What follows belongs to an exercise in optimizing a design on an open flow for small area, a short achievable clock period and few clock cycles; a production flow would make more cautious choices. RTL that was checked went through simulation tests only; none was proved equivalent to the original.

zinc:
## yuv_rgb_top
module yuv_rgb_top #(
   parameter int PIXEL_PAIRS = 38400,  
   parameter int U_BASE      = 38400,
   parameter int V_BASE      = 57600,
   parameter int RGB_BASE    = 146944
) (
   input  logic        CLOCK,
   input  logic        Resetn,
   input  logic        start,
   output logic        done,
   output logic [17:0] sram_address,
   output logic [15:0] sram_write_data,
   input  logic [15:0] sram_read_data,
   output logic        sram_we_n
);
   localparam logic [16:0] WP_FIRST = 17'(RGB_BASE - 131072);
   localparam logic [16:0] WP_LAST  = 17'(RGB_BASE + 3 * PIXEL_PAIRS - 1 - 131072);
   logic        busy;      
   logic        pro;       
   logic [4:0]  q;         
   logic        w;         
   logic [15:0] yp;        
   logic [16:0] wp;        
   logic        we;        
   wire accept  = !busy && start;
   wire wr_next = busy && !pro && (q[4] || q[0] || q[2]) && !done;
   wire rd_y    = w && (q[1] || q[3]);
   wire [14:0] cidx = yp[15:1];  
   always_ff @(posedge CLOCK or negedge Resetn) begin
      if (!Resetn) begin
         busy <= 1'b0;
         we <= 1'b0;
         done <= 1'b0;
      end else begin
         busy <= busy ? !done : start;
         we <= wr_next;
         done <= wr_next && (wp == WP_LAST);
      end
   end
   always_ff @(posedge CLOCK) begin
      if (accept) begin
         q <= 5'b10000;    
  ...
Settings: LEC_CHECK=0, ABC_AREA=1, CAP_MARGIN=20, CORE_MARGIN=2, CORE_UTILIZATION=40, CTS_BUF_LIST=sky130_fd_sc_hd__clkbuf_4, SLEW_MARGIN=20; clock period 13.0 ns.
standard.sh (not shown) runs the stock make flow with config.mk's settings and CLKGATE_MAP_FILE= SYNTH_SCRIPT=/design/flow/synth_recipe.tcl, a recipe that flattens the netlist after the stock synthesis.
==> flow/flow/run.sh <==
#!/bin/bash
# The standard layout, with two changes to how it is made (the clock period
# and constraints are unchanged):
#  - timing repair aims at 9 ns of setup slack;
#  - the port buffers are buf_1 cells instead of the default delay buffers.
# The make output goes to standard.log.
bash standard.sh "BUFFER_PORTS_ARGS=-buffer_cell sky130_fd_sc_hd__buf_1" SETUP_SLACK_MARGIN=9 finish > standard.log 2>&1
zinc finished end to end and its layout was clean on timing, DRC and antenna.
Testbench counts of zinc, summed over its fixed seeds: cycles 576,033.
--- input diff zinc..lagoon ---
Settings: CTS_BUF_LIST: sky130_fd_sc_hd__clkbuf_4 -> unset; ABC_AREA: 1 -> unset; CORE_UTILIZATION: 40 -> 50.
==> flow/flow/run.sh <==
#!/bin/bash
# The standard layout, with two changes to how it is made (the clock period
# and constraints are unchanged):
#  - timing repair aims at 9 ns of setup slack;
#  - the port buffers are buf_2 cells instead of the default delay buffers.
# The make output goes to standard.log.
bash standard.sh "BUFFER_PORTS_ARGS=-buffer_cell sky130_fd_sc_hd__buf_2" SETUP_SLACK_MARGIN=9 finish > standard.log 2>&1
--- outcome ---
| core utilization | lagoon vs zinc | 12 points higher |
Going from zinc to lagoon, area occupied by registers neither gained nor lost much, time the final worst path needs with I/O delays and setup picked up an extra 0.051 ns.
Via count normalized by instance count was lower in the run labelled zinc.
Input-level comparison between cedar and lagoon:
Settings: swapping 50 for 40 in CORE_UTILIZATION.
-- flow/flow/run.sh --
<<< lagoon, line 4
#  - timing repair aims at 9 ns of setup slack;
>>> cedar, line 4
#  - timing repair aims at 9.6 ns of setup slack;
<<< lagoon, line 7
bash standard.sh "BUFFER_PORTS_ARGS=-buffer_cell sky130_fd_sc_hd__buf_2" SETUP_SLACK_MARGIN=9 finish > standard.log 2>&1
>>> cedar, line 7
bash standard.sh "BUFFER_PORTS_ARGS=-buffer_cell sky130_fd_sc_hd__buf_2" SETUP_SLACK_MARGIN=9.6 finish > standard.log 2>&1
--- outcome ---
Row sequential cell area share: cedar lower / lagoon higher
cedar against lagoon; post-layout instance area is up by a little under 10%.
Diff lagoon and cedar: final-layout clock buffer total higher in lagoon
Between lagoon and cedar, the total negative slack for setup checks figures differ only marginally.
Per the comparison of cedar with lagoon, area growth from synthesis to layout went up by 11 points; routed wire length saw an increase; worst setup slack went up by 0.16 ns.
Inputs modified between cedar and onyx:
Settings: an added CTS_BUF_LIST of sky130_fd_sc_hd__clkbuf_8; an added ABC_AREA of 1.
==> flow/flow/run.sh <==
#!/bin/bash
# The standard layout, with two changes to how it is made (the clock period
# and constraints are unchanged):
#  - timing repair aims at 9 ns of setup slack;
#  - the port buffers are buf_1 cells instead of the default delay buffers.
# The make output goes to standard.log.
bash standard.sh "BUFFER_PORTS_ARGS=-buffer_cell sky130_fd_sc_hd__buf_1" SETUP_SLACK_MARGIN=9 finish > standard.log 2>&1
--- outcome ---
- onyx went all the way through the flow, and no timing, DRC or antenna check failed.
- Going from cedar to onyx, via count +2.9%; area growth from synthesis to layout now sits lower.
- From onyx to cedar, count of port buffers added during placement did not move at all.
- onyx — time the worst path needs with I/O delays and setup 0.10 ns higher, cedar as reference
- The buffer and inverter count on the worst path in onyx sits 1 below the value recorded for cedar.
- The part of the cycle the worst path needs of onyx is higher than that of cedar.
- Diff cedar -> onyx | global-route wire length before repair | increase of about 4.5%

========
## raven
yuv_rgb_top, a different RTL version from the one above (not shown whole).
Size in the first run: roughly 1800 cells after synthesis, about 55 I/O pins, about 16000 µm² of cells after synthesis.
export LEC_CHECK = 0
export CAP_MARGIN = 20
export CORE_MARGIN = 2
export CORE_UTILIZATION = 40
export SLEW_MARGIN = 20
create_clock -name core_clock -period 13.0 [get_ports {CLOCK}]
==> flow/flow/run.sh <==
#!/bin/bash
# The standard layout, with timing repair aiming at 9 ns of setup slack
# (the clock period is unchanged). The make output goes to standard.log.
bash standard.sh SETUP_SLACK_MARGIN=9 finish > standard.log 2>&1
Input changes introduced in indigo (baseline for comparison: raven):
==> flow/flow/run.sh <==
#!/bin/bash
# The standard layout, with two changes to how it is made (the clock period
# and constraints are unchanged):
#  - timing repair aims at 9 ns of setup slack;
#  - the port buffers are buf_2 cells instead of the default delay buffers.
# The make output goes to standard.log.
bash standard.sh "BUFFER_PORTS_ARGS=-buffer_cell sky130_fd_sc_hd__buf_2" SETUP_SLACK_MARGIN=9 finish > standard.log 2>&1
[summary]
The final reports for indigo and raven show fill cell instance count of the final layout higher in the former. Going from raven to indigo, wire length per cell after detailed routing went down by 0.45 µm, cell area after layout fell 3.0%, worst-case reg-to-reg path depth increased 1, routed wire length decreased 2.7%. Changes observed in indigo relative to raven: top-level I/O count comparable, cell total after placement comparable. indigo -> raven: deepest clock path buffer count delta 0, exact match. Final-layout clock buffer total was higher in raven than in indigo.
No run of this note included a check of the RTL's function; only the layout flow was run.

========
wip/fjord:
yuv_rgb_top, a different RTL version from the one above (not shown whole).
For scale: ~1900 cells after synthesis, ~250 flip-flops, ~0.016 mm² of cells after synthesis.
Design yuv_rgb_top, start of the top module:
module yuv_rgb_top #(
   parameter int PIXEL_PAIRS = 38400,  
   parameter int U_BASE      = 38400,
   parameter int V_BASE      = 57600,
   parameter int RGB_BASE    = 146944
) (
   input  logic        CLOCK,
   input  logic        Resetn,
   input  logic        start,
   output logic        done,
   output logic [17:0] sram_address,
   output logic [15:0] sram_write_data,
   input  logic [15:0] sram_read_data,
   output logic        sram_we_n
);
clock: 13.0 ns
lec_check: 0
abc_area: 1
cap_margin: 20
core_margin: 2
core_utilization: 40
cts_buf_list: sky130_fd_sc_hd__clkbuf_8
slew_margin: 20
==> flow/flow/run.sh <==
#!/bin/bash
# The standard layout, with three changes to how it is made (the clock period
# and constraints are unchanged):
#  - timing repair aims at 9.15 ns of setup slack;
#  - the port buffers are buf_1 cells instead of the default delay buffers;
#  - clock tree synthesis (clkbuf_8 cells) adds no dummy loads.
# The make output goes to standard.log.
bash standard.sh "BUFFER_PORTS_ARGS=-buffer_cell sky130_fd_sc_hd__buf_1" \
  "CTS_ARGS=-sink_clustering_enable -repair_clock_nets -buf_list sky130_fd_sc_hd__clkbuf_8 -dont_use_dummy_load" \
  SETUP_SLACK_MARGIN=9.15 finish > standard.log 2>&1
Testbench counts of wip/fjord, summed over its fixed seeds: cycles 576,033.
> inputs changed (wip/fjord -> wip/violet)
--- a/flow/flow/run.sh
+++ b/flow/flow/run.sh
@@ -3,3 +3,3 @@
 # and constraints are unchanged):
-#  - timing repair aims at 9.15 ns of setup slack;
+#  - timing repair aims at 9 ns of setup slack;
 #  - the port buffers are buf_1 cells instead of the default delay buffers;
@@ -9,2 +9,2 @@
   "CTS_ARGS=-sink_clustering_enable -repair_clock_nets -buf_list sky130_fd_sc_hd__clkbuf_8 -dont_use_dummy_load" \
-  SETUP_SLACK_MARGIN=9.15 finish > standard.log 2>&1
+  SETUP_SLACK_MARGIN=9 finish > standard.log 2>&1
[summary]
Higher layout overhead on the synthesized area was reported by wip/fjord, not wip/violet. Looking at wip/fjord and wip/violet, the global-route wire length before repair is a wash. Final core utilization essentially unchanged between wip/fjord and wip/violet. Cmp wip/fjord and wip/violet / final setup slack of the worst path / lower: wip/violet. wip/violet improves on wip/fjord in minimum hold slack. From wip/fjord to wip/violet the numbers moved as follows: met3 wirelength from detailed routing decreased about 2.8%. Compared wip/fjord against wip/violet; cell area within noise.
> inputs changed (wip/violet -> wip/umber)
--- a/flow/flow/run.sh
+++ b/flow/flow/run.sh
@@ -3,3 +3,3 @@
 # and constraints are unchanged):
-#  - timing repair aims at 9 ns of setup slack;
+#  - timing repair aims at 9.5 ns of setup slack;
 #  - the port buffers are buf_1 cells instead of the default delay buffers;
@@ -9,2 +9,2 @@
   "CTS_ARGS=-sink_clustering_enable -repair_clock_nets -buf_list sky130_fd_sc_hd__clkbuf_8 -dont_use_dummy_load" \
-  SETUP_SLACK_MARGIN=9 finish > standard.log 2>&1
+  SETUP_SLACK_MARGIN=9.5 finish > standard.log 2>&1
==> comparison <==
- wip/umber: all stages complete, timing, DRC and antenna checks passed
- Via count ends up lower on wip/violet.
- [compare] base=wip/violet new=wip/umber: total CTS buffers shows a reduction of 2; post-route core utilization shows an increase of 1.5 points.

========
yuv_rgb_top with an RTL version that a note above also has.
For scale: roughly 1,800 cells after synthesis, ~0.016 mm² of cells after synthesis.
Settings: LEC_CHECK=0, CAP_MARGIN=20, CORE_MARGIN=2, CORE_UTILIZATION=40, SLEW_MARGIN=20; clock period 13.0 ns.
==> flow/flow/run.sh <==
#!/bin/bash
# The standard layout, with two changes to how it is made (the clock period
# and constraints are unchanged):
#  - timing repair aims at 9 ns of setup slack;
#  - the port buffers are buf_2 cells instead of the default delay buffers.
# The make output goes to standard.log.
bash standard.sh "BUFFER_PORTS_ARGS=-buffer_cell sky130_fd_sc_hd__buf_2" SETUP_SLACK_MARGIN=9 finish > standard.log 2>&1
The starting point finished clean.
Testbench counts at the start, summed over its fixed seeds: cycles 576,033.
Next try:
==> flow/flow/run.sh (replaced) <==
#!/bin/bash
# The standard layout, with two changes to how it is made (the clock period
# and constraints are unchanged):
#  - timing repair aims at 9.1 ns of setup slack;
#  - the port buffers are buf_1 cells instead of the default delay buffers.
# The make output goes to standard.log.
bash standard.sh "BUFFER_PORTS_ARGS=-buffer_cell sky130_fd_sc_hd__buf_1" SETUP_SLACK_MARGIN=9.1 finish > standard.log 2>&1
Count of clock-buffer cells in the layout fell by 4. Non-clock buffer count rose by 38. Worst setup slack loses 30 ps. Final area rose by a few percent.
Next try:
==> flow/flow/run.sh (replaced) <==
#!/bin/bash
# The standard layout, with two changes to how it is made (the clock period
# and constraints are unchanged):
#  - timing repair aims at 9 ns of setup slack;
#  - the port buffers are buf_1 cells instead of the default delay buffers.
# The make output goes to standard.log.
bash standard.sh "BUFFER_PORTS_ARGS=-buffer_cell sky130_fd_sc_hd__buf_1" SETUP_SLACK_MARGIN=9 finish > standard.log 2>&1
ABC_AREA = 1   (was default)
The new run finished clean.
Sequential share of layout area went up by 1.9 points.
Count of clock-buffer cells in the layout went down by 6.
Synthesized cell count went up by 15%.
Non-clock buffer count went down by 58.
Setup slack improved by 110 ps.
Die area is about the same.
Synthesized area barely changes.
Cell area went down by 5.8%.
Hold slack got worse by 6.9 ps.

========
## red
Starting RTL as in the previous note.
Design yuv_rgb_top, start of the top module:
module yuv_rgb_top #(
   parameter int PIXEL_PAIRS = 38400,  
   parameter int U_BASE      = 38400,
   parameter int V_BASE      = 57600,
   parameter int RGB_BASE    = 146944
) (
   input  logic        CLOCK,
   input  logic        Resetn,
   input  logic        start,
   output logic        done,
   output logic [17:0] sram_address,
   output logic [15:0] sram_write_data,
   input  logic [15:0] sram_read_data,
   output logic        sram_we_n
);
clock: 13.0 ns
lec_check: 0
cap_margin: 20
core_margin: 2
core_utilization: 40
slew_margin: 20
==> flow/flow/run.sh <==
#!/bin/bash
# The standard layout, with two changes to how it is made (the clock period
# and constraints are unchanged):
#  - timing repair aims at 9 ns of setup slack;
#  - the port buffers are buf_1 cells instead of the default delay buffers.
# The make output goes to standard.log.
bash standard.sh "BUFFER_PORTS_ARGS=-buffer_cell sky130_fd_sc_hd__buf_1" SETUP_SLACK_MARGIN=9 finish > standard.log 2>&1
Testbench counts of red, summed over its fixed seeds: cycles 576,033.
> inputs changed (red -> blue)
==> flow/flow/run.sh <==
#!/bin/bash
# The standard layout, with two changes to how it is made (the clock period
# and constraints are unchanged):
#  - timing repair aims at 9.3 ns of setup slack;
#  - the port buffers are buf_2 cells instead of the default delay buffers.
# The make output goes to standard.log.
bash standard.sh "BUFFER_PORTS_ARGS=-buffer_cell sky130_fd_sc_hd__buf_2" SETUP_SLACK_MARGIN=9.3 finish > standard.log 2>&1
==> results.txt <==
blue against red: final area went up 8.7%, number of antenna violations at the first check in global routing went up 1.
Per the comparison of blue with red, via count climbed 583, data arrival time of the critical path dropped 0.07 ns.
blue: utilization after layout is 3.9 points higher than what red reported.
Summary: shortest period the worst path allows, blue better than red
blue vs red: fmax up by a few percent
Here is what was changed in the inputs of green compared with blue.
- CTS_BUF_LIST now sky130_fd_sc_hd__clkbuf_8, previously not set
- ABC_AREA now 1, previously not set
==> flow/flow/run.sh <==
#!/bin/bash
# The standard layout, with three changes to how it is made (the clock period
# and constraints are unchanged):
#  - timing repair aims at 9 ns of setup slack;
#  - the port buffers are buf_1 cells instead of the default delay buffers;
#  - clock tree synthesis (clkbuf_8 cells) adds no dummy loads.
# The make output goes to standard.log.
bash standard.sh "BUFFER_PORTS_ARGS=-buffer_cell sky130_fd_sc_hd__buf_1" \
  "CTS_ARGS=-sink_clustering_enable -repair_clock_nets -buf_list sky130_fd_sc_hd__clkbuf_8 -dont_use_dummy_load" \
  SETUP_SLACK_MARGIN=9 finish > standard.log 2>&1
Notes after the runs:
blue has lower synthesized cell count than green.
In green relative to blue, average vias per placed instance had gone down by a few percent.
Diff blue and green: summed area of non-filler cells in the final layout lower in green
Summary of green over blue: fraction of the cycle the final worst path needs increased 0.88 points; total wirelength of the detailed-routed design now larger; area used by sequential logic in the layout neither gained nor lost much; vias after detailed routing rose by about 2.6%.
Setup WNS blue -> green: worse
Of blue and green, blue shows the higher critical path depth, with green below it.

========
alpha:
Another version of the RTL of yuv_rgb_top (not shown whole).
Size: roughly 250 flip-flops.
Design yuv_rgb_top, start of the top module:
module yuv_rgb_top #(
   parameter int PIXEL_PAIRS = 38400,  
   parameter int U_BASE      = 38400,
   parameter int V_BASE      = 57600,
   parameter int RGB_BASE    = 146944
) (
   input  logic        CLOCK,
   input  logic        Resetn,
   input  logic        start,
   output logic        done,
   output logic [17:0] sram_address,
   output logic [15:0] sram_write_data,
   input  logic [15:0] sram_read_data,
   output logic        sram_we_n
);
export LEC_CHECK = 0
export ABC_AREA = 1
export CAP_MARGIN = 20
export CORE_MARGIN = 2
export CORE_UTILIZATION = 40
export CTS_BUF_LIST = sky130_fd_sc_hd__clkbuf_8
export SLEW_MARGIN = 20
create_clock -name core_clock -period 13.0 [get_ports {CLOCK}]
==> flow/flow/run.sh <==
#!/bin/bash
# The standard layout, with three changes to how it is made (the clock period
# and constraints are unchanged):
#  - timing repair aims at 9.15 ns of setup slack;
#  - the port buffers are buf_1 cells instead of the default delay buffers;
#  - clock tree synthesis (clkbuf_8 cells) adds no dummy loads.
# The make output goes to standard.log.
bash standard.sh "BUFFER_PORTS_ARGS=-buffer_cell sky130_fd_sc_hd__buf_1" \
  "CTS_ARGS=-sink_clustering_enable -repair_clock_nets -buf_list sky130_fd_sc_hd__clkbuf_8 -dont_use_dummy_load" \
  SETUP_SLACK_MARGIN=9.15 finish > standard.log 2>&1
Testbench counts of alpha, summed over its fixed seeds: cycles 576,033.
> inputs changed (alpha -> beta)
--- a/flow/flow/run.sh
+++ b/flow/flow/run.sh
@@ -3,3 +3,3 @@
 # and constraints are unchanged):
-#  - timing repair aims at 9.15 ns of setup slack;
+#  - timing repair aims at 9 ns of setup slack;
 #  - the port buffers are buf_1 cells instead of the default delay buffers;
@@ -9,2 +9,2 @@
   "CTS_ARGS=-sink_clustering_enable -repair_clock_nets -buf_list sky130_fd_sc_hd__clkbuf_8 -dont_use_dummy_load" \
-  SETUP_SLACK_MARGIN=9.15 finish > standard.log 2>&1
+  SETUP_SLACK_MARGIN=9 finish > standard.log 2>&1
Findings:
Re final number of max-transition violations: no difference whatsoever between alpha and beta.
Standard cell with the maximum stage delay on the critical path: sky130_fd_sc_hd__fa_1 -> alpha, sky130_fd_sc_hd__a2111oi_0 -> beta
Compared alpha against beta; proportion of cell area occupied by multi-input gates within noise.
beta against alpha: sequential share of cell area was more or less identical; shortest period the worst path allows went up by 130 ps; area growth from synthesis to layout fell by 0.22 points; final instance area held steady.
There was hardly any difference in total wire length after detailed routing between alpha and beta.
Via count on beta is down relative to alpha.
### beta -> gamma
--- a/flow/flow/run.sh
+++ b/flow/flow/run.sh
@@ -3,3 +3,3 @@
 # and constraints are unchanged):
-#  - timing repair aims at 9 ns of setup slack;
+#  - timing repair aims at 8.8 ns of setup slack;
 #  - the port buffers are buf_1 cells instead of the default delay buffers;
@@ -9,2 +9,2 @@
   "CTS_ARGS=-sink_clustering_enable -repair_clock_nets -buf_list sky130_fd_sc_hd__clkbuf_8 -dont_use_dummy_load" \
-  SETUP_SLACK_MARGIN=9 finish > standard.log 2>&1
+  SETUP_SLACK_MARGIN=8.8 finish > standard.log 2>&1
[summary]
Summary of gamma over beta: met2 wire length shrank by about 0.47%, detailed-route wire length held steady, multi-input combinational area share held steady. | sequential share of layout area | beta vs gamma | ≈ equal |. The higher clock period minus final worst setup slack came out of gamma. gamma completed; timing, DRC and antenna clean. Slack of the critical path, beta and gamma: lower on gamma. There was hardly any difference in global-route usage between gamma and beta. On flip-flop and latch count, beta and gamma are neck and neck. Comparing beta and gamma, the lower growth of design area from synthesis to finish was measured on gamma.

==> afterwards: timing with drivers on the ports <==
In the flow no input, the clock included, has a driving cell. The finished layouts below were timed again as built, in two steps. Step 1: set_driving_cell puts a clkbuf_16 on CLOCK and a buf_2 on each other input, an assumption about the parent block. Step 2, shift: input delay + t, output delay - t, t = (earliest + latest rising clock arrival at the registers) / 2. This alone moves slack from input paths to output paths. Three values: ideal ports, drivers, drivers and shift; two values: the first two.
| run | t, ns | slack for setup (ns) | clock arrival spread, ns |
|---|---|---|---|
| zinc | 0.787 | 9.087 / 9.044 / 8.468 | 0.068 / 0.068 |
| lagoon | 0.592 | 9.035 / 9.035 / 8.860 | 0.020 / 0.020 |
| cedar | 0.611 | 9.197 / 9.197 / 9.126 | 0.011 / 0.011 |
| onyx | 0.667 | 9.095 / 9.095 / 8.607 | 0.058 / 0.057 |
| raven | 0.603 | 9.051 / 9.028 / 8.563 | 0.012 / 0.012 |
| indigo | 0.601 | 9.041 / 9.041 / 8.749 | 0.015 / 0.015 |
| wip/fjord | 0.588 | 9.224 / 9.224 / 8.794 | 0.060 / 0.060 |
| wip/violet | 0.587 | 9.082 / 9.082 / 8.669 | 0.062 / 0.062 |
| wip/umber | 0.588 | 9.332 / 9.283 / 9.023 | 0.064 / 0.065 |
| the first run of note 4 | 0.589 | 9.047 / 9.047 / 8.898 | 0.028 / 0.027 |
| the second run of note 4 | 0.597 | 9.017 / 9.017 / 8.852 | 0.016 / 0.016 |
| the third run of note 4 | 0.627 | 9.129 / 9.129 / 8.568 | 0.023 / 0.023 |
| red | 0.594 | 9.088 / 9.088 / 8.854 | 0.019 / 0.018 |
| blue | 0.613 | 9.216 / 9.216 / 8.953 | 0.022 / 0.023 |
| green | 0.624 | 9.102 / 9.123 / 8.499 | 0.128 / 0.128 |
| alpha | 0.591 | 9.262 / 9.216 / 8.743 | 0.097 / 0.098 |
| beta | 0.594 | 9.134 / 9.154 / 8.574 | 0.097 / 0.097 |
| gamma | 0.593 | 8.899 / 8.899 / 8.397 | 0.097 / 0.098 |
After both steps setup and hold are still met in every run listed. The setup slack of zinc, which loses most, moves by -0.043 ns with the drivers and by -0.619 ns with both steps.
